Source: an optimization exercise on an open RTL-to-GDS flow (aim: small area and a short achievable clock period). Production flows keep margins and buffers that such runs may drop.
Only simulation tests tie the RTL to the original design; equivalence was not proved.
Power is estimated from default activity; no workload was simulated.

==> flow/design.v <==
package multconst_pkg;
  function automatic logic [30:0] booth8_sel(input logic [17:0] k);
    logic [19:0] kx;
    logic [3:0]  w;
    logic [30:0] r;
    kx = {2'b00, k};
    r  = '0;
    for (integer j = 0; j < 6; j = j + 1) begin
      w = {kx[3*j+2], kx[3*j+1], kx[3*j], (j == 0) ? 1'b0 : kx[3*j-1]};
      r[j]      = (w == 4'b0001) || (w == 4'b0010) || (w == 4'b1101) || (w == 4'b1110);
      r[6 + j]  = (w == 4'b0011) || (w == 4'b0100) || (w == 4'b1011) || (w == 4'b1100);
      r[12 + j] = (w == 4'b0101) || (w == 4'b0110) || (w == 4'b1001) || (w == 4'b1010);
      r[18 + j] = (w == 4'b0111) || (w == 4'b1000);
      r[24 + j] = w[3] && (w[2:0] != 3'b111);
    end
    r[30] = k[17];
    booth8_sel = r;
  endfunction
endpackage
module multconst_mul (
  input  logic [15:0] a,
  input  logic [17:0] a3,
  input  logic [5:0]  s1,
  input  logic [5:0]  s2,
  input  logic [5:0]  s3,
  input  logic [5:0]  s4,
  input  logic [5:0]  neg,
  input  logic        top,
  input  logic [15:0] corr,
  output logic [33:0] s,
  output logic [2:0] g,
  output logic [2:0] pr
);
  wire pp0_0 = ((s1[0] & a[0]) | (s3[0] & a3[0])) ^ neg[0];
  wire pp0_1 = ((s1[0] & a[1]) | (s2[0] & a[0]) | (s3[0] & a3[1])) ^ neg[0];
  wire pp0_2 = ((s1[0] & a[2]) | (s2[0] & a[1]) | (s3[0] & a3[2]) | (s4[0] & a[0])) ^ neg[0];
  wire pp0_3 = ((s1[0] & a[3]) | (s2[0] & a[2]) | (s3[0] & a3[3]) | (s4[0] & a[1])) ^ neg[0];
  wire pp0_4 = ((s1[0] & a[4]) | (s2[0] & a[3]) | (s3[0] & a3[4]) | (s4[0] & a[2])) ^ neg[0];
  wire pp0_5 = ((s1[0] & a[5]) | (s2[0] & a[4]) | (s3[0] & a3[5]) | (s4[0] & a[3])) ^ neg[0];
  wire pp0_6 = ((s1[0] & a[6]) | (s2[0] & a[5]) | (s3[0] & a3[6]) | (s4[0] & a[4])) ^ neg[0];
  wire pp0_7 = ((s1[0] & a[7]) | (s2[0] & a[6]) | (s3[0] & a3[7]) | (s4[0] & a[5])) ^ neg[0];
  wire pp0_8 = ((s1[0] & a[8]) | (s2[0] & a[7]) | (s3[0] & a3[8]) | (s4[0] & a[6])) ^ neg[0];
  wire pp0_9 = ((s1[0] & a[9]) | (s2[0] & a[8]) | (s3[0] & a3[9]) | (s4[0] & a[7])) ^ neg[0];
  wire pp0_10 = ((s1[0] & a[10]) | (s2[0] & a[9]) | (s3[0] & a3[10]) | (s4[0] & a[8])) ^ neg[0];
  wire pp0_11 = ((s1[0] & a[11]) | (s2[0] & a[10]) | (s3[0] & a3[11]) | (s4[0] & a[9])) ^ neg[0];
  wire pp0_12 = ((s1[0] & a[12]) | (s2[0] & a[11]) | (s3[0] & a3[12]) | (s4[0] & a[10])) ^ neg[0];
  wire pp0_13 = ((s1[0] & a[13]) | (s2[0] & a[12]) | (s3[0] & a3[13]) | (s4[0] & a[11])) ^ neg[0];
  wire pp0_14 = ((s1[0] & a[14]) | (s2[0] & a[13]) | (s3[0] & a3[14]) | (s4[0] & a[12])) ^ neg[0];
  wire pp0_15 = ((s1[0] & a[15]) | (s2[0] & a[14]) | (s3[0] & a3[15]) | (s4[0] & a[13])) ^ neg[0];
  wire pp0_16 = ((s2[0] & a[15]) | (s3[0] & a3[16]) | (s4[0] & a[14])) ^ neg[0];
  wire pp0_17 = ((s3[0] & a3[17]) | (s4[0] & a[15])) ^ neg[0];
  wire pp1_0 = ((s1[1] & a[0]) | (s3[1] & a3[0])) ^ neg[1];
  wire pp1_1 = ((s1[1] & a[1]) | (s2[1] & a[0]) | (s3[1] & a3[1])) ^ neg[1];
  wire pp1_2 = ((s1[1] & a[2]) | (s2[1] & a[1]) | (s3[1] & a3[2]) | (s4[1] & a[0])) ^ neg[1];
  wire pp1_3 = ((s1[1] & a[3]) | (s2[1] & a[2]) | (s3[1] & a3[3]) | (s4[1] & a[1])) ^ neg[1];
  wire pp1_4 = ((s1[1] & a[4]) | (s2[1] & a[3]) | (s3[1] & a3[4]) | (s4[1] & a[2])) ^ neg[1];
  wire pp1_5 = ((s1[1] & a[5]) | (s2[1] & a[4]) | (s3[1] & a3[5]) | (s4[1] & a[3])) ^ neg[1];
  wire pp1_6 = ((s1[1] & a[6]) | (s2[1] & a[5]) | (s3[1] & a3[6]) | (s4[1] & a[4])) ^ neg[1];
  wire pp1_7 = ((s1[1] & a[7]) | (s2[1] & a[6]) | (s3[1] & a3[7]) | (s4[1] & a[5])) ^ neg[1];
  wire pp1_8 = ((s1[1] & a[8]) | (s2[1] & a[7]) | (s3[1] & a3[8]) | (s4[1] & a[6])) ^ neg[1];
  wire pp1_9 = ((s1[1] & a[9]) | (s2[1] & a[8]) | (s3[1] & a3[9]) | (s4[1] & a[7])) ^ neg[1];
  wire pp1_10 = ((s1[1] & a[10]) | (s2[1] & a[9]) | (s3[1] & a3[10]) | (s4[1] & a[8])) ^ neg[1];
  wire pp1_11 = ((s1[1] & a[11]) | (s2[1] & a[10]) | (s3[1] & a3[11]) | (s4[1] & a[9])) ^ neg[1];
  wire pp1_12 = ((s1[1] & a[12]) | (s2[1] & a[11]) | (s3[1] & a3[12]) | (s4[1] & a[10])) ^ neg[1];
  wire pp1_13 = ((s1[1] & a[13]) | (s2[1] & a[12]) | (s3[1] & a3[13]) | (s4[1] & a[11])) ^ neg[1];
  wire pp1_14 = ((s1[1] & a[14]) | (s2[1] & a[13]) | (s3[1] & a3[14]) | (s4[1] & a[12])) ^ neg[1];
  wire pp1_15 = ((s1[1] & a[15]) | (s2[1] & a[14]) | (s3[1] & a3[15]) | (s4[1] & a[13])) ^ neg[1];
  wire pp1_16 = ((s2[1] & a[15]) | (s3[1] & a3[16]) | (s4[1] & a[14])) ^ neg[1];
  wire pp1_17 = ((s3[1] & a3[17]) | (s4[1] & a[15])) ^ neg[1];
  wire pp2_0 = ((s1[2] & a[0]) | (s3[2] & a3[0])) ^ neg[2];
  wire pp2_1 = ((s1[2] & a[1]) | (s2[2] & a[0]) | (s3[2] & a3[1])) ^ neg[2];
  wire pp2_2 = ((s1[2] & a[2]) | (s2[2] & a[1]) | (s3[2] & a3[2]) | (s4[2] & a[0])) ^ neg[2];
  wire pp2_3 = ((s1[2] & a[3]) | (s2[2] & a[2]) | (s3[2] & a3[3]) | (s4[2] & a[1])) ^ neg[2];
  wire pp2_4 = ((s1[2] & a[4]) | (s2[2] & a[3]) | (s3[2] & a3[4]) | (s4[2] & a[2])) ^ neg[2];
  wire pp2_5 = ((s1[2] & a[5]) | (s2[2] & a[4]) | (s3[2] & a3[5]) | (s4[2] & a[3])) ^ neg[2];
  wire pp2_6 = ((s1[2] & a[6]) | (s2[2] & a[5]) | (s3[2] & a3[6]) | (s4[2] & a[4])) ^ neg[2];
  wire pp2_7 = ((s1[2] & a[7]) | (s2[2] & a[6]) | (s3[2] & a3[7]) | (s4[2] & a[5])) ^ neg[2];
  wire pp2_8 = ((s1[2] & a[8]) | (s2[2] & a[7]) | (s3[2] & a3[8]) | (s4[2] & a[6])) ^ neg[2];
  wire pp2_9 = ((s1[2] & a[9]) | (s2[2] & a[8]) | (s3[2] & a3[9]) | (s4[2] & a[7])) ^ neg[2];
  wire pp2_10 = ((s1[2] & a[10]) | (s2[2] & a[9]) | (s3[2] & a3[10]) | (s4[2] & a[8])) ^ neg[2];
  wire pp2_11 = ((s1[2] & a[11]) | (s2[2] & a[10]) | (s3[2] & a3[11]) | (s4[2] & a[9])) ^ neg[2];
  wire pp2_12 = ((s1[2] & a[12]) | (s2[2] & a[11]) | (s3[2] & a3[12]) | (s4[2] & a[10])) ^ neg[2];
  wire pp2_13 = ((s1[2] & a[13]) | (s2[2] & a[12]) | (s3[2] & a3[13]) | (s4[2] & a[11])) ^ neg[2];
  wire pp2_14 = ((s1[2] & a[14]) | (s2[2] & a[13]) | (s3[2] & a3[14]) | (s4[2] & a[12])) ^ neg[2];
  wire pp2_15 = ((s1[2] & a[15]) | (s2[2] & a[14]) | (s3[2] & a3[15]) | (s4[2] & a[13])) ^ neg[2];
  wire pp2_16 = ((s2[2] & a[15]) | (s3[2] & a3[16]) | (s4[2] & a[14])) ^ neg[2];
  wire pp2_17 = ((s3[2] & a3[17]) | (s4[2] & a[15])) ^ neg[2];
  wire pp3_0 = ((s1[3] & a[0]) | (s3[3] & a3[0])) ^ neg[3];
  wire pp3_1 = ((s1[3] & a[1]) | (s2[3] & a[0]) | (s3[3] & a3[1])) ^ neg[3];
  wire pp3_2 = ((s1[3] & a[2]) | (s2[3] & a[1]) | (s3[3] & a3[2]) | (s4[3] & a[0])) ^ neg[3];
  wire pp3_3 = ((s1[3] & a[3]) | (s2[3] & a[2]) | (s3[3] & a3[3]) | (s4[3] & a[1])) ^ neg[3];
  wire pp3_4 = ((s1[3] & a[4]) | (s2[3] & a[3]) | (s3[3] & a3[4]) | (s4[3] & a[2])) ^ neg[3];
  wire pp3_5 = ((s1[3] & a[5]) | (s2[3] & a[4]) | (s3[3] & a3[5]) | (s4[3] & a[3])) ^ neg[3];
  wire pp3_6 = ((s1[3] & a[6]) | (s2[3] & a[5]) | (s3[3] & a3[6]) | (s4[3] & a[4])) ^ neg[3];
  wire pp3_7 = ((s1[3] & a[7]) | (s2[3] & a[6]) | (s3[3] & a3[7]) | (s4[3] & a[5])) ^ neg[3];
  wire pp3_8 = ((s1[3] & a[8]) | (s2[3] & a[7]) | (s3[3] & a3[8]) | (s4[3] & a[6])) ^ neg[3];
  wire pp3_9 = ((s1[3] & a[9]) | (s2[3] & a[8]) | (s3[3] & a3[9]) | (s4[3] & a[7])) ^ neg[3];
  wire pp3_10 = ((s1[3] & a[10]) | (s2[3] & a[9]) | (s3[3] & a3[10]) | (s4[3] & a[8])) ^ neg[3];
  wire pp3_11 = ((s1[3] & a[11]) | (s2[3] & a[10]) | (s3[3] & a3[11]) | (s4[3] & a[9])) ^ neg[3];
  wire pp3_12 = ((s1[3] & a[12]) | (s2[3] & a[11]) | (s3[3] & a3[12]) | (s4[3] & a[10])) ^ neg[3];
  wire pp3_13 = ((s1[3] & a[13]) | (s2[3] & a[12]) | (s3[3] & a3[13]) | (s4[3] & a[11])) ^ neg[3];
  wire pp3_14 = ((s1[3] & a[14]) | (s2[3] & a[13]) | (s3[3] & a3[14]) | (s4[3] & a[12])) ^ neg[3];
  wire pp3_15 = ((s1[3] & a[15]) | (s2[3] & a[14]) | (s3[3] & a3[15]) | (s4[3] & a[13])) ^ neg[3];
  wire pp3_16 = ((s2[3] & a[15]) | (s3[3] & a3[16]) | (s4[3] & a[14])) ^ neg[3];
  wire pp3_17 = ((s3[3] & a3[17]) | (s4[3] & a[15])) ^ neg[3];
  wire pp4_0 = ((s1[4] & a[0]) | (s3[4] & a3[0])) ^ neg[4];
  wire pp4_1 = ((s1[4] & a[1]) | (s2[4] & a[0]) | (s3[4] & a3[1])) ^ neg[4];
  wire pp4_2 = ((s1[4] & a[2]) | (s2[4] & a[1]) | (s3[4] & a3[2]) | (s4[4] & a[0])) ^ neg[4];
  wire pp4_3 = ((s1[4] & a[3]) | (s2[4] & a[2]) | (s3[4] & a3[3]) | (s4[4] & a[1])) ^ neg[4];
  wire pp4_4 = ((s1[4] & a[4]) | (s2[4] & a[3]) | (s3[4] & a3[4]) | (s4[4] & a[2])) ^ neg[4];
  wire pp4_5 = ((s1[4] & a[5]) | (s2[4] & a[4]) | (s3[4] & a3[5]) | (s4[4] & a[3])) ^ neg[4];
  wire pp4_6 = ((s1[4] & a[6]) | (s2[4] & a[5]) | (s3[4] & a3[6]) | (s4[4] & a[4])) ^ neg[4];
  wire pp4_7 = ((s1[4] & a[7]) | (s2[4] & a[6]) | (s3[4] & a3[7]) | (s4[4] & a[5])) ^ neg[4];
  wire pp4_8 = ((s1[4] & a[8]) | (s2[4] & a[7]) | (s3[4] & a3[8]) | (s4[4] & a[6])) ^ neg[4];
  wire pp4_9 = ((s1[4] & a[9]) | (s2[4] & a[8]) | (s3[4] & a3[9]) | (s4[4] & a[7])) ^ neg[4];
  wire pp4_10 = ((s1[4] & a[10]) | (s2[4] & a[9]) | (s3[4] & a3[10]) | (s4[4] & a[8])) ^ neg[4];
  wire pp4_11 = ((s1[4] & a[11]) | (s2[4] & a[10]) | (s3[4] & a3[11]) | (s4[4] & a[9])) ^ neg[4];
  wire pp4_12 = ((s1[4] & a[12]) | (s2[4] & a[11]) | (s3[4] & a3[12]) | (s4[4] & a[10])) ^ neg[4];
  wire pp4_13 = ((s1[4] & a[13]) | (s2[4] & a[12]) | (s3[4] & a3[13]) | (s4[4] & a[11])) ^ neg[4];
  wire pp4_14 = ((s1[4] & a[14]) | (s2[4] & a[13]) | (s3[4] & a3[14]) | (s4[4] & a[12])) ^ neg[4];
  wire pp4_15 = ((s1[4] & a[15]) | (s2[4] & a[14]) | (s3[4] & a3[15]) | (s4[4] & a[13])) ^ neg[4];
  wire pp4_16 = ((s2[4] & a[15]) | (s3[4] & a3[16]) | (s4[4] & a[14])) ^ neg[4];
  wire pp4_17 = ((s3[4] & a3[17]) | (s4[4] & a[15])) ^ neg[4];
  wire pp5_0 = ((s1[5] & a[0]) | (s3[5] & a3[0])) ^ neg[5];
  wire pp5_1 = ((s1[5] & a[1]) | (s2[5] & a[0]) | (s3[5] & a3[1])) ^ neg[5];
  wire pp5_2 = ((s1[5] & a[2]) | (s2[5] & a[1]) | (s3[5] & a3[2]) | (s4[5] & a[0])) ^ neg[5];
  wire pp5_3 = ((s1[5] & a[3]) | (s2[5] & a[2]) | (s3[5] & a3[3]) | (s4[5] & a[1])) ^ neg[5];
  wire pp5_4 = ((s1[5] & a[4]) | (s2[5] & a[3]) | (s3[5] & a3[4]) | (s4[5] & a[2])) ^ neg[5];
  wire pp5_5 = ((s1[5] & a[5]) | (s2[5] & a[4]) | (s3[5] & a3[5]) | (s4[5] & a[3])) ^ neg[5];
  wire pp5_6 = ((s1[5] & a[6]) | (s2[5] & a[5]) | (s3[5] & a3[6]) | (s4[5] & a[4])) ^ neg[5];
  wire pp5_7 = ((s1[5] & a[7]) | (s2[5] & a[6]) | (s3[5] & a3[7]) | (s4[5] & a[5])) ^ neg[5];
  wire pp5_8 = ((s1[5] & a[8]) | (s2[5] & a[7]) | (s3[5] & a3[8]) | (s4[5] & a[6])) ^ neg[5];
  wire pp5_9 = ((s1[5] & a[9]) | (s2[5] & a[8]) | (s3[5] & a3[9]) | (s4[5] & a[7])) ^ neg[5];
  wire pp5_10 = ((s1[5] & a[10]) | (s2[5] & a[9]) | (s3[5] & a3[10]) | (s4[5] & a[8])) ^ neg[5];
  wire pp5_11 = ((s1[5] & a[11]) | (s2[5] & a[10]) | (s3[5] & a3[11]) | (s4[5] & a[9])) ^ neg[5];
  wire pp5_12 = ((s1[5] & a[12]) | (s2[5] & a[11]) | (s3[5] & a3[12]) | (s4[5] & a[10])) ^ neg[5];
  wire pp5_13 = ((s1[5] & a[13]) | (s2[5] & a[12]) | (s3[5] & a3[13]) | (s4[5] & a[11])) ^ neg[5];
  wire pp5_14 = ((s1[5] & a[14]) | (s2[5] & a[13]) | (s3[5] & a3[14]) | (s4[5] & a[12])) ^ neg[5];
  wire pp5_15 = ((s1[5] & a[15]) | (s2[5] & a[14]) | (s3[5] & a3[15]) | (s4[5] & a[13])) ^ neg[5];
  wire pp5_16 = ((s2[5] & a[15]) | (s3[5] & a3[16]) | (s4[5] & a[14])) ^ neg[5];
  wire pp5_17 = ((s3[5] & a3[17]) | (s4[5] & a[15])) ^ neg[5];
  wire pp6_0 = top & a[0];
  wire pp6_1 = top & a[1];
  wire pp6_2 = top & a[2];
  wire pp6_3 = top & a[3];
  wire pp6_4 = top & a[4];
  wire pp6_5 = top & a[5];
  wire pp6_6 = top & a[6];
  wire pp6_7 = top & a[7];
  wire pp6_8 = top & a[8];
  wire pp6_9 = top & a[9];
  wire pp6_10 = top & a[10];
  wire pp6_11 = top & a[11];
  wire pp6_12 = top & a[12];
  wire pp6_13 = top & a[13];
  wire pp6_14 = top & a[14];
  wire pp6_15 = top & a[15];
  wire ts0 = neg[1] ^ pp0_3;
  wire tc0 = neg[1] & pp0_3;
  wire ts1 = pp0_4 ^ pp1_1;
  wire tc1 = pp0_4 & pp1_1;
  wire ts2 = pp0_5 ^ pp1_2;
  wire tc2 = pp0_5 & pp1_2;
  wire ts3 = neg[2] ^ pp0_6 ^ pp1_3;
  wire tc3 = (neg[2] & pp0_6) | (neg[2] & pp1_3) | (pp0_6 & pp1_3);
  wire ts4 = pp2_0 ^ tc2;
  wire tc4 = pp2_0 & tc2;
  wire ts5 = pp0_7 ^ pp1_4 ^ pp2_1;
  wire tc5 = (pp0_7 & pp1_4) | (pp0_7 & pp2_1) | (pp1_4 & pp2_1);
  wire ts6 = tc4 ^ tc3;
  wire tc6 = tc4 & tc3;
  wire ts7 = pp0_8 ^ pp1_5 ^ pp2_2;
  wire tc7 = (pp0_8 & pp1_5) | (pp0_8 & pp2_2) | (pp1_5 & pp2_2);
  wire ts8 = tc5 ^ ts7;
  wire tc8 = tc5 & ts7;
  wire ts9 = neg[3] ^ pp0_9 ^ pp1_6;
  wire tc9 = (neg[3] & pp0_9) | (neg[3] & pp1_6) | (pp0_9 & pp1_6);
  wire ts10 = pp2_3 ^ pp3_0 ^ tc7;
  wire tc10 = (pp2_3 & pp3_0) | (pp2_3 & tc7) | (pp3_0 & tc7);
  wire ts11 = ts9 ^ tc8;
  wire tc11 = ts9 & tc8;
  wire ts12 = pp0_10 ^ pp1_7 ^ pp2_4;
  wire tc12 = (pp0_10 & pp1_7) | (pp0_10 & pp2_4) | (pp1_7 & pp2_4);
  wire ts13 = pp3_1 ^ tc9 ^ ts12;
  wire tc13 = (pp3_1 & tc9) | (pp3_1 & ts12) | (tc9 & ts12);
  wire ts14 = tc10 ^ tc11;
  wire tc14 = tc10 & tc11;
  wire ts15 = pp0_11 ^ pp1_8 ^ pp2_5;
  wire tc15 = (pp0_11 & pp1_8) | (pp0_11 & pp2_5) | (pp1_8 & pp2_5);
  wire ts16 = pp3_2 ^ tc12 ^ ts15;
  wire tc16 = (pp3_2 & tc12) | (pp3_2 & ts15) | (tc12 & ts15);
  wire ts17 = tc13 ^ ts16;
  wire tc17 = tc13 & ts16;
  wire ts18 = neg[4] ^ pp0_12 ^ pp1_9;
  wire tc18 = (neg[4] & pp0_12) | (neg[4] & pp1_9) | (pp0_12 & pp1_9);
  wire ts19 = pp2_6 ^ pp3_3 ^ pp4_0;
  wire tc19 = (pp2_6 & pp3_3) | (pp2_6 & pp4_0) | (pp3_3 & pp4_0);
  wire ts20 = tc15 ^ ts18 ^ ts19;
  wire tc20 = (tc15 & ts18) | (tc15 & ts19) | (ts18 & ts19);
  wire ts21 = tc16 ^ ts20;
  wire tc21 = tc16 & ts20;
  wire ts22 = pp0_13 ^ pp1_10 ^ pp2_7;
  wire tc22 = (pp0_13 & pp1_10) | (pp0_13 & pp2_7) | (pp1_10 & pp2_7);
  wire ts23 = pp3_4 ^ pp4_1 ^ tc18;
  wire tc23 = (pp3_4 & pp4_1) | (pp3_4 & tc18) | (pp4_1 & tc18);
  wire ts24 = tc19 ^ ts22 ^ tc20;
  wire tc24 = (tc19 & ts22) | (tc19 & tc20) | (ts22 & tc20);
  wire ts25 = ts23 ^ tc21;
  wire tc25 = ts23 & tc21;
  wire ts26 = pp0_14 ^ pp1_11 ^ pp2_8;
  wire tc26 = (pp0_14 & pp1_11) | (pp0_14 & pp2_8) | (pp1_11 & pp2_8);
  wire ts27 = pp3_5 ^ pp4_2 ^ tc22;
  wire tc27 = (pp3_5 & pp4_2) | (pp3_5 & tc22) | (pp4_2 & tc22);
  wire ts28 = ts26 ^ tc23 ^ ts27;
  wire tc28 = (ts26 & tc23) | (ts26 & ts27) | (tc23 & ts27);
  wire ts29 = tc24 ^ tc25;
  wire tc29 = tc24 & tc25;
  wire ts30 = neg[5] ^ pp0_15 ^ pp1_12;
  wire tc30 = (neg[5] & pp0_15) | (neg[5] & pp1_12) | (pp0_15 & pp1_12);
  wire ts31 = pp2_9 ^ pp3_6 ^ pp4_3;
  wire tc31 = (pp2_9 & pp3_6) | (pp2_9 & pp4_3) | (pp3_6 & pp4_3);
  wire ts32 = pp5_0 ^ tc26 ^ ts30;
  wire tc32 = (pp5_0 & tc26) | (pp5_0 & ts30) | (tc26 & ts30);
  wire ts33 = ts31 ^ tc27 ^ ts32;
  wire tc33 = (ts31 & tc27) | (ts31 & ts32) | (tc27 & ts32);
  wire ts34 = tc28 ^ ts33;
  wire tc34 = tc28 & ts33;
  wire ts35 = pp0_16 ^ pp1_13 ^ pp2_10;
  wire tc35 = (pp0_16 & pp1_13) | (pp0_16 & pp2_10) | (pp1_13 & pp2_10);
  wire ts36 = pp3_7 ^ pp4_4 ^ pp5_1;
  wire tc36 = (pp3_7 & pp4_4) | (pp3_7 & pp5_1) | (pp4_4 & pp5_1);
  wire ts37 = tc30 ^ tc31 ^ ts35;
  wire tc37 = (tc30 & tc31) | (tc30 & ts35) | (tc31 & ts35);
  wire ts38 = ts36 ^ tc32 ^ ts37;
  wire tc38 = (ts36 & tc32) | (ts36 & ts37) | (tc32 & ts37);
  wire ts39 = tc33 ^ ts38;
  wire tc39 = tc33 & ts38;
  wire ts40 = pp0_17 ^ pp1_14 ^ pp2_11;
  wire tc40 = (pp0_17 & pp1_14) | (pp0_17 & pp2_11) | (pp1_14 & pp2_11);
  wire ts41 = pp3_8 ^ pp4_5 ^ pp5_2;
  wire tc41 = (pp3_8 & pp4_5) | (pp3_8 & pp5_2) | (pp4_5 & pp5_2);
  wire ts42 = tc35 ^ tc36 ^ ts40;
  wire tc42 = (tc35 & tc36) | (tc35 & ts40) | (tc36 & ts40);
  wire ts43 = ts41 ^ tc37 ^ ts42;
  wire tc43 = (ts41 & tc37) | (ts41 & ts42) | (tc37 & ts42);
  wire ts44 = tc38 ^ ts43;
  wire tc44 = tc38 & ts43;
  wire ts45 = corr[0] ^ pp6_0 ^ pp1_15;
  wire tc45 = (corr[0] & pp6_0) | (corr[0] & pp1_15) | (pp6_0 & pp1_15);
  wire ts46 = pp2_12 ^ pp3_9 ^ pp4_6;
  wire tc46 = (pp2_12 & pp3_9) | (pp2_12 & pp4_6) | (pp3_9 & pp4_6);
  wire ts47 = pp5_3 ^ tc40 ^ tc41;
  wire tc47 = (pp5_3 & tc40) | (pp5_3 & tc41) | (tc40 & tc41);
  wire ts48 = ts45 ^ ts46 ^ tc42;
  wire tc48 = (ts45 & ts46) | (ts45 & tc42) | (ts46 & tc42);
  wire ts49 = ts47 ^ tc43 ^ ts48;
  wire tc49 = (ts47 & tc43) | (ts47 & ts48) | (tc43 & ts48);
  wire ts50 = corr[1] ^ pp6_1 ^ pp1_16;
  wire tc50 = (corr[1] & pp6_1) | (corr[1] & pp1_16) | (pp6_1 & pp1_16);
  wire ts51 = pp2_13 ^ pp3_10 ^ pp4_7;
  wire tc51 = (pp2_13 & pp3_10) | (pp2_13 & pp4_7) | (pp3_10 & pp4_7);
  wire ts52 = pp5_4 ^ tc45 ^ tc46;
  wire tc52 = (pp5_4 & tc45) | (pp5_4 & tc46) | (tc45 & tc46);
  wire ts53 = ts50 ^ ts51 ^ tc47;
  wire tc53 = (ts50 & ts51) | (ts50 & tc47) | (ts51 & tc47);
  wire ts54 = ts52 ^ tc48 ^ ts53;
  wire tc54 = (ts52 & tc48) | (ts52 & ts53) | (tc48 & ts53);
  wire ts55 = corr[2] ^ pp6_2 ^ pp1_17;
  wire tc55 = (corr[2] & pp6_2) | (corr[2] & pp1_17) | (pp6_2 & pp1_17);
  wire ts56 = pp2_14 ^ pp3_11 ^ pp4_8;
  wire tc56 = (pp2_14 & pp3_11) | (pp2_14 & pp4_8) | (pp3_11 & pp4_8);
  wire ts57 = pp5_5 ^ tc50 ^ tc51;
  wire tc57 = (pp5_5 & tc50) | (pp5_5 & tc51) | (tc50 & tc51);
  wire ts58 = ts55 ^ ts56 ^ tc52;
  wire tc58 = (ts55 & ts56) | (ts55 & tc52) | (ts56 & tc52);
  wire ts59 = ts57 ^ tc53 ^ ts58;
  wire tc59 = (ts57 & tc53) | (ts57 & ts58) | (tc53 & ts58);
  wire ts60 = corr[3] ^ pp6_3 ^ pp2_15;
  wire tc60 = (corr[3] & pp6_3) | (corr[3] & pp2_15) | (pp6_3 & pp2_15);
  wire ts61 = pp3_12 ^ pp4_9 ^ pp5_6;
  wire tc61 = (pp3_12 & pp4_9) | (pp3_12 & pp5_6) | (pp4_9 & pp5_6);
  wire ts62 = tc55 ^ tc56 ^ ts60;
  wire tc62 = (tc55 & tc56) | (tc55 & ts60) | (tc56 & ts60);
  wire ts63 = ts61 ^ tc57 ^ ts62;
  wire tc63 = (ts61 & tc57) | (ts61 & ts62) | (tc57 & ts62);
  wire ts64 = tc58 ^ ts63;
  wire tc64 = tc58 & ts63;
  wire ts65 = corr[4] ^ pp6_4 ^ pp2_16;
  wire tc65 = (corr[4] & pp6_4) | (corr[4] & pp2_16) | (pp6_4 & pp2_16);
  wire ts66 = pp3_13 ^ pp4_10 ^ pp5_7;
  wire tc66 = (pp3_13 & pp4_10) | (pp3_13 & pp5_7) | (pp4_10 & pp5_7);
  wire ts67 = tc60 ^ tc61 ^ ts65;
  wire tc67 = (tc60 & tc61) | (tc60 & ts65) | (tc61 & ts65);
  wire ts68 = ts66 ^ tc62 ^ ts67;
  wire tc68 = (ts66 & tc62) | (ts66 & ts67) | (tc62 & ts67);
  wire ts69 = tc63 ^ ts68;
  wire tc69 = tc63 & ts68;
  wire ts70 = corr[5] ^ pp6_5 ^ pp2_17;
  wire tc70 = (corr[5] & pp6_5) | (corr[5] & pp2_17) | (pp6_5 & pp2_17);
  wire ts71 = pp3_14 ^ pp4_11 ^ pp5_8;
  wire tc71 = (pp3_14 & pp4_11) | (pp3_14 & pp5_8) | (pp4_11 & pp5_8);
  wire ts72 = tc65 ^ tc66 ^ ts70;
  wire tc72 = (tc65 & tc66) | (tc65 & ts70) | (tc66 & ts70);
  wire ts73 = ts71 ^ tc67 ^ ts72;
  wire tc73 = (ts71 & tc67) | (ts71 & ts72) | (tc67 & ts72);
  wire ts74 = tc68 ^ ts73;
  wire tc74 = tc68 & ts73;
  wire ts75 = corr[6] ^ pp6_6 ^ pp3_15;
  wire tc75 = (corr[6] & pp6_6) | (corr[6] & pp3_15) | (pp6_6 & pp3_15);
  wire ts76 = pp4_12 ^ pp5_9 ^ tc70;
  wire tc76 = (pp4_12 & pp5_9) | (pp4_12 & tc70) | (pp5_9 & tc70);
  wire ts77 = tc71 ^ ts75 ^ tc72;
  wire tc77 = (tc71 & ts75) | (tc71 & tc72) | (ts75 & tc72);
  wire ts78 = ts76 ^ tc73 ^ ts77;
  wire tc78 = (ts76 & tc73) | (ts76 & ts77) | (tc73 & ts77);
  wire ts79 = corr[7] ^ pp6_7 ^ pp3_16;
  wire tc79 = (corr[7] & pp6_7) | (corr[7] & pp3_16) | (pp6_7 & pp3_16);
  wire ts80 = pp4_13 ^ pp5_10 ^ tc75;
  wire tc80 = (pp4_13 & pp5_10) | (pp4_13 & tc75) | (pp5_10 & tc75);
  wire ts81 = ts79 ^ tc76 ^ ts80;
  wire tc81 = (ts79 & tc76) | (ts79 & ts80) | (tc76 & ts80);
  wire ts82 = tc77 ^ ts81;
  wire tc82 = tc77 & ts81;
  wire ts83 = corr[8] ^ pp6_8 ^ pp3_17;
  wire tc83 = (corr[8] & pp6_8) | (corr[8] & pp3_17) | (pp6_8 & pp3_17);
  wire ts84 = pp4_14 ^ pp5_11 ^ tc79;
  wire tc84 = (pp4_14 & pp5_11) | (pp4_14 & tc79) | (pp5_11 & tc79);
  wire ts85 = ts83 ^ tc80 ^ ts84;
  wire tc85 = (ts83 & tc80) | (ts83 & ts84) | (tc80 & ts84);
  wire ts86 = tc81 ^ ts85;
  wire tc86 = tc81 & ts85;
  wire ts87 = corr[9] ^ pp6_9 ^ pp4_15;
  wire tc87 = (corr[9] & pp6_9) | (corr[9] & pp4_15) | (pp6_9 & pp4_15);
  wire ts88 = pp5_12 ^ tc83 ^ ts87;
  wire tc88 = (pp5_12 & tc83) | (pp5_12 & ts87) | (tc83 & ts87);
  wire ts89 = tc84 ^ ts88 ^ tc85;
  wire tc89 = (tc84 & ts88) | (tc84 & tc85) | (ts88 & tc85);
  wire ts90 = corr[10] ^ pp6_10 ^ pp4_16;
  wire tc90 = (corr[10] & pp6_10) | (corr[10] & pp4_16) | (pp6_10 & pp4_16);
  wire ts91 = pp5_13 ^ tc87 ^ ts90;
  wire tc91 = (pp5_13 & tc87) | (pp5_13 & ts90) | (tc87 & ts90);
  wire ts92 = tc88 ^ ts91;
  wire tc92 = tc88 & ts91;
  wire ts93 = corr[11] ^ pp6_11 ^ pp4_17;
  wire tc93 = (corr[11] & pp6_11) | (corr[11] & pp4_17) | (pp6_11 & pp4_17);
  wire ts94 = pp5_14 ^ tc90 ^ ts93;
  wire tc94 = (pp5_14 & tc90) | (pp5_14 & ts93) | (tc90 & ts93);
  wire ts95 = tc91 ^ ts94;
  wire tc95 = tc91 & ts94;
  wire ts96 = corr[12] ^ pp6_12 ^ pp5_15;
  wire tc96 = (corr[12] & pp6_12) | (corr[12] & pp5_15) | (pp6_12 & pp5_15);
  wire ts97 = tc93 ^ ts96 ^ tc94;
  wire tc97 = (tc93 & ts96) | (tc93 & tc94) | (ts96 & tc94);
  wire ts98 = corr[13] ^ pp6_13 ^ pp5_16;
  wire tc98 = (corr[13] & pp6_13) | (corr[13] & pp5_16) | (pp6_13 & pp5_16);
  wire ts99 = tc96 ^ ts98;
  wire tc99 = tc96 & ts98;
  wire ts100 = corr[14] ^ pp6_14 ^ pp5_17;
  wire tc100 = (corr[14] & pp6_14) | (corr[14] & pp5_17) | (pp6_14 & pp5_17);
  wire ts101 = tc98 ^ ts100;
  wire tc101 = tc98 & ts100;
  wire ts102 = corr[15] ^ pp6_15 ^ tc100;
  wire [33:0] row0 = {tc101, tc99, tc97, tc95, tc92, tc89, tc86, tc82, tc78, tc74, tc69, tc64, tc59, tc54, tc49, tc44, tc39, tc34, tc29, ts28, ts24, tc17, tc14, ts13, ts10, tc6, ts5, ts3, tc1, tc0, pp1_0, pp0_2, pp0_1, pp0_0};
  wire [33:0] row1 = {ts102, ts101, ts99, ts97, ts95, ts92, ts89, ts86, ts82, ts78, ts74, ts69, ts64, ts59, ts54, ts49, ts44, ts39, ts34, ts29, ts25, ts21, ts17, ts14, ts11, ts8, ts6, ts4, ts2, ts1, ts0, 1'b0, 1'b0, neg[0]};
  assign {g[0], s[7:0]} = {1'b0, row0[7:0]} + {1'b0, row1[7:0]};
  assign pr[0] = &(row0[7:0] ^ row1[7:0]);
  assign {g[1], s[15:8]} = {1'b0, row0[15:8]} + {1'b0, row1[15:8]};
  assign pr[1] = &(row0[15:8] ^ row1[15:8]);
  assign {g[2], s[23:16]} = {1'b0, row0[23:16]} + {1'b0, row1[23:16]};
  assign pr[2] = &(row0[23:16] ^ row1[23:16]);
  assign s[33:24] = row0[33:24] + row1[33:24];
endmodule
module multconst_pipe #(
  parameter int DATA_IN_WIDTH = 16,
  parameter int CONST_WIDTH   = 18,
  parameter int CONST_DEFAULT = 78125,
  parameter int LANES         = 4,
  parameter int STAGES        = 2,
  parameter int SHIFT         = 0,
  localparam int RES_WIDTH    = DATA_IN_WIDTH + CONST_WIDTH - SHIFT
) (
  input  logic                           clk,
  input  logic                           reset_n,
  input  logic                           const_load,
  input  logic [CONST_WIDTH-1:0]         const_in,
  input  logic                           in_valid,
  output logic                           in_ready,
  input  logic [LANES*DATA_IN_WIDTH-1:0] op_a,
  output logic                           out_valid,
  input  logic                           out_ready,
  output logic [LANES*RES_WIDTH-1:0]     result,
  output logic                           busy
);
  localparam int ND  = 6;                   
  localparam int AW  = DATA_IN_WIDTH;
  localparam int A3W = DATA_IN_WIDTH + 2;   
  localparam int SW  = 5 * ND + 1;          
  logic [CONST_WIDTH-1:0]     k;
  logic                       v0, v1;
  logic                       adv0, adv1;
  logic [LANES*AW-1:0]        a0;
  logic [LANES*A3W-1:0]       a30;
  logic [SW-1:0]              sel_a, sel_b;
  logic [15:0]                corr0;
  logic [LANES*RES_WIDTH-1:0] s1r, sum;
  logic [LANES*3-1:0]         g1r, gen;
  logic [LANES*2-1:0]         p1r, prop;
  assign adv1 = !v1 || out_ready;
  assign adv0 = !v0 || adv1;
  always_ff @(posedge clk or negedge reset_n) begin
    if (!reset_n)        k <= CONST_WIDTH'(CONST_DEFAULT);
    else if (const_load) k <= const_in;
  end
  always_ff @(posedge clk or negedge reset_n) begin
    if (!reset_n) begin
      v0 <= 1'b0;
      v1 <= 1'b0;
    end else begin
      if (adv0) v0 <= in_valid;
      if (adv1) v1 <= v0;
    end
  end
  localparam logic [SW-1:0] SEL_DEFAULT = multconst_pkg::booth8_sel(CONST_WIDTH'(CONST_DEFAULT));
  logic [SW-1:0] sel_k;
  logic [15:0]   nsum;
  always_comb begin
    sel_k = multconst_pkg::booth8_sel(k);
    nsum  = '0;
    for (int j = 0; j < ND; j++) nsum[3*j] = sel_k[4*ND + j];
  end
  logic [SW-1:0] kb;
  always_ff @(posedge clk or negedge reset_n) begin
    if (!reset_n)        kb <= SEL_DEFAULT;
    else if (const_load) kb <= multconst_pkg::booth8_sel(const_in);
  end
  always_ff @(posedge clk) begin
    if (adv0 && in_valid) begin
      for (int i = 0; i < LANES; i++) begin
        a0[i*AW +: AW]    <= op_a[i*AW +: AW];
        a30[i*A3W +: A3W] <= {1'b0, op_a[i*AW +: AW], 1'b0} + A3W'(op_a[i*AW +: AW]);
      end
      sel_a <= sel_k;
      sel_b <= kb;
      corr0 <= -nsum;
    end
  end
  for (genvar i = 0; i < LANES; i++) begin : g_lane
    logic [SW-1:0] sel;
    logic [2:0]    pr_full;
    assign sel = (i < LANES / 2) ? sel_a : sel_b;
    multconst_mul u_mul (
      .a    (a0[i*AW +: AW]),
      .a3   (a30[i*A3W +: A3W]),
      .s1   (sel[0*ND +: ND]),
      .s2   (sel[1*ND +: ND]),
      .s3   (sel[2*ND +: ND]),
      .s4   (sel[3*ND +: ND]),
      .neg  (sel[4*ND +: ND]),
      .top  (sel[5*ND]),
      .corr (corr0),
      .s    (sum[i*RES_WIDTH +: RES_WIDTH]),
      .g    (gen[i*3 +: 3]),
      .pr   (pr_full)
    );
    assign prop[i*2 +: 2] = pr_full[2:1];
  end
  always_ff @(posedge clk or negedge reset_n) begin
    if (!reset_n) begin
      s1r <= '0;
      g1r <= '0;
      p1r <= '0;
    end else if (adv1 && v0) begin
      s1r <= sum;
      g1r <= gen;
      p1r <= prop;
    end
  end
  for (genvar i = 0; i < LANES; i++) begin : g_out
    logic [RES_WIDTH-1:0] sl, inc;
    logic [2:0] g, c;
    logic [1:0] p;
    assign sl = s1r[i*RES_WIDTH +: RES_WIDTH];
    assign g  = g1r[i*3 +: 3];
    assign p  = p1r[i*2 +: 2];
    assign c[0] = g[0];
    assign c[1] = g[1] | (p[0] & g[0]);
    assign c[2] = g[2] | (p[1] & g[1]) | (p[1] & p[0] & g[0]);
    always_comb begin
      inc = '0;
      for (int b = 8; b < RES_WIDTH; b++) begin
        int lo;
        logic ones;
        lo = (b < 16) ? 8 : (b < 24) ? 16 : 24;
        ones = 1'b1;
        for (int m = 8; m < RES_WIDTH; m++)
          if (m >= lo && m < b) ones = ones & sl[m];
        inc[b] = ones & c[(lo / 8) - 1];
      end
    end
    assign result[i*RES_WIDTH +: RES_WIDTH] = sl ^ inc;
  end
  assign in_ready  = reset_n && adv0;
  assign out_valid = v1;
  assign busy      = v0 || v1;
endmodule
==> flow/flow/run.sh <==
#!/bin/bash
# The standard layout, except that the ports are buffered with buf_2 cells
# instead of the delay-buffer cells buffer_ports picks by default.
set -euo pipefail
bash standard.sh "BUFFER_PORTS_ARGS=-buffer_cell sky130_fd_sc_hd__buf_2" finish > standard.log 2>&1
==> flow/standard.sh <==
#!/bin/bash
# synth_recipe.tcl (not shown) runs the flow's synth.tcl, then flattens the netlist and writes it again
# the make line also repeats each setting of config.mk as NAME=value (left out here)
make -C /OpenROAD-flow-scripts/flow DESIGN_CONFIG=/design/flow/config.mk WORK_HOME=/design/flow/orfs CLKGATE_MAP_FILE= SYNTH_SCRIPT=/design/flow/synth_recipe.tcl "${@:-finish}"
==> flow/config.mk <==
export PLATFORM = sky130hd
export DESIGN_NAME = multconst_pipe
export DESIGN_NICKNAME = multconst_pipe
export VERILOG_FILES = /design/flow/design.v
export SDC_FILE = /design/flow/constraint.sdc
export NUM_CORES = 4
export LEC_CHECK = 0
export CAP_MARGIN = 20
export CORE_MARGIN = 2
export CORE_UTILIZATION = 45
export SETUP_SLACK_MARGIN = 3.2
export SLEW_MARGIN = 20
export TNS_END_PERCENT = 0
==> flow/constraint.sdc <==
create_clock -name core_clock -period 7.0 [get_ports {clk}]
set_input_delay 1.4000 -clock core_clock [delete_from_list [all_inputs] [get_ports {clk}]]
set_output_delay 1.4000 -clock core_clock [all_outputs]
set_load 0.01 [all_outputs]
==> impl_metrics.json <==
{
  "layout_min_cycle_time_ps": 4911,
  "ir_worst_vdd_uv": 608.3,
  "post_synth_instance_area_um2": 44640,
  "synth.lib_cells_used.distinct": 76,
  "rsz0062_at_grt": "true",
  "synth_compound_gate_area_share": 0.2244,
  "synth_async_sr_flop_share": 0.5012,
  "clk_latency_ps": 630,
  "synth_simple_gate_area_share": 0.08020,
  "area_delta_synth_final_pct": 14.38,
  "overflow": 0,
  "grt_first_pass_wirelength_um": 238300,
  "critical_path.max_fanout": 36,
  "hold_slack_ps": 448.4,
  "max_slew.worst_pin.slew_ps": 896.1,
  "synth_fp_nets": 5335,
  "fin_tns_setup_ps": 0,
  "clockBufferDepth": 3,
  "clock_root_cell": "clkbuf_16",
  "timing.fmax_ghz": 0.2036,
  "synth-adder-area-share": 0.2326,
  "slowest_delay_ps": 620,
  "vias": 38600,
  "required_time_of_the_worst_setup_path_ps": 7560,
  "end_kind": "flip-flop",
  "detailed_place.area_um2": 46600,
  "yosys-mux-area-fraction": 0.005550,
  "synth_seq_cells": 409,
  "critical-path-top-delay-family": "adder cells",
  "layout-drive-gt1-share": 0.1684,
  "design.final.nets": 5559,
  "cts.reportedPaths.clkPinSlew_ps": 60,
  "synth-edff-count": 204,
  "critical_path.n_buffers_inverters": 2,
  "synthesized_area_fraction_occupied_by_xor_and_xnor_cells": 0.1311,
  "synthFlopType": "edfxtp_1",
  "clock_sink_count": 409,
  "syn_inst": 4615,
  "setup.worst_path.class": "flip-flop to flip-flop",
  "cts_htree_levels": 2,
  "main_combinational_cell_family_by_area_after_synthesis": "adder cells",
  "cts_made_buffers": 48,
  "start_util": 0.4535,
  "initial_antenna_violation_count": 9,
  "via_per_inst": 6.263,
  "remaining_drc_errors": 0,
  "timing_max_transition_violations_final": 0,
  "timing.final.hold_violations": 0,
  "data_arrival_critical_path_ps": 5470,
  "final_design_area_no_fill_um2": 51050,
  "ys_warn_count": 1,
  "status": "timing/DRC/antenna clean",
  "buffer_ports.inserted": 225,
  "worst_clock_skew_ps": 24.75,
  "hold_path.class": "flip-flop to flip-flop",
  "firstDrtPassIters": 9,
  "slew-limit-headroom": 0.4026,
  "placeableCoreArea_um2": 98420,
  "mostFrequentLayoutCells": "inv_1, xnor2_1, a22o_1, nand2_1, buf_4",
  "launching_element_type_of_the_critical_path": "flip-flop",
  "critPathMostFrequentCell": "fa_1",
  "detailedRoute.firstIterationViolations": 5975,
  "dp.final_hpwl_um": 109500,
  "rows": 115,
  "netlist.top_cell.by_area": "fa_1",
  "dieHeight_um": 319.0,
  "grt_pass1_vias": 37120,
  "synth.yosys.seq_area_share": 0.2526,
  "fp.dieArea_um2": 101700,
  "cellLeakagePower_uw": 0.02238,
  "mostFrequentLayoutCell": "inv_1",
  "wl_per_cell_um": 25.65,
  "critical_path.cell_chain": "buf_6 > a22o_1 > a221oi_1 > xor2_1 > fa_1 > fa_1 > fa_1 > fa_1 > inv_1 > ha_4 > a21oi_1 > o21ai_1 > a31oi_1 > or4b_2 > nand3_1",
  "maxCapViolations": 0,
  "holdBufCountCts": 0,
  "final.period_utilization": 0.7016,
  "ioPinCount": 226,
  "finalWeightedCongestion": 0.9670,
  "postRouteAntennaNets": 0,
  "finalSetupViolations": 0,
  "post-synth-top-area-fraction": 0.1471,
  "timing.critical_path.slowest_stage_cell": "or4b_2",
  "power.density_cell_area_nw_per_um2": 537.0,
  "cts_tree": "built",
  "die_width_um": 319.0,
  "yosys-top-cells-area": "fa_1, edfxtp_1, dfrtp_1, ha_1, xnor2_1",
  "synthesis.area_per_instance_um2": 9.672,
  "grt_start_max_net_pins": 158,
  "drt_wl_total_um": 158100,
  "grt.total_usage": 0.3043
}
## registers in the layout, indices dropped and copies added, names as in the netlist
register,flops
sel_b,30
s1r,136
corr0,13
v1,1
p1r,8
sel_a,29
a30,72
g1r,12
k,16
v0,1
kb,31
a0,60
## Yosys cell counts, types with 79 or more instances
master	instances
clkbuf_1	299
nand2_1	337
o21ai_0	183
buf_1	79
a22o_1	336
xnor2_1	398
ha_1	305
nor2_1	112
dfrtp_1	189
edfxtp_1	204
fa_1	328
inv_1	404
xor2_1	270
a21oi_1	115
a221oi_1	332
## logic make-up (layout without fill, tap and decap cells)
family	count (synthesis)	after routing
AO/OA/AOI/OAI	1294	1294
buffers and inverters	834	1093
XOR/XNOR	668	668
flip-flops	409	409
other	0	2
AND/OR/NAND/NOR	754	754
adder cells (fa/ha/maj)	633	633
multiplexers	23	23
## final timing paths
check,start,to,slack [ps],cells after the start
setup / recovery,sel_b[14],s1r[91],2090,15
hold / removal,kb[9],sel_b[9],450,0
setup reg to reg,sel_b[14],s1r[91],2090,15
hold reg to reg,kb[9],sel_b[9],450,0
max in group asynchronous,reset_n,s1r[114],5050,2
min in group asynchronous,reset_n,kb[19],690,1
## power breakdown
group	internal, µW	switching (µW)	leakage, µW
Sequential	3250	701	0.00446
Combinational	9050	11900	0.0172
Clock	1480	1070	0.000765
Total	13800	13600	0.0224
## layer usage
metal	global-route usage	share of wire	wire length [µm]	up-vias
li1	-	-	-	17060
met1	0.4673	0.46	72480	18410
met2	0.3772	0.35	56070	2574
met3	0.1254	0.15	23240	535
met4	0.09025	0.039	6127	16
met5	0.004728	0.00088	139	-
## through the flow
step	power [µW]	instances	util	worst slack, ps
detailed placement	23540	5794	0.4735	1824
floorplan	17730	4615	-	2520
global placement	23360	5794	0.4735	1899
CTS	26880	6153	0.5171	2263
finish	27420	6163	0.5187	2089
global route	29800	6162	0.5187	1970
## area by class of cell
class	instances	area, µm²
fillers	9093	47370
multi-input cells	3372	30490
flip-flops and latches	409	11280
repair buffers	601	4574
well taps	1287	1610
inverters	407	1536
clock buffers	62	1324
clock inverters	23	242.7
diodes	2	5.005
## repair_timing
item,CTS,global route
endpoints found under the setup margin,130,137
hold endpoints to repair,0,0
resized for setup,61,18
buffers inserted,272,7
pin swaps,20,13
gates cloned,2,1

[what the ideal ports hide]
The flow's constraints put no driver on any port. The routed layout listed below was extracted and timed again, unchanged, in two steps.
Step 1: set_driving_cell puts a clkbuf_16 on clk and a buf_2 on each other input, an assumption about the parent block.
Step 2 adds t to the input delays and takes it off the output delays; t is the mean of the earliest and latest rising clock arrival at the registers after step 1. Input paths then give back, and output paths get back, about the clock's delay inside the block.
Slacks: no drivers / after step 1 / after step 2; pairs: no drivers / after step 1.
t (ns): 0.688
slack for setup (ns): 2.089 / 2.089 / 2.089
hold slack, ns: 0.448 / 0.448 / 0.448
After both steps this run still meets setup and hold. The setup slack of this run moves by 0.000 ns with the drivers and by 0.000 ns with both steps.
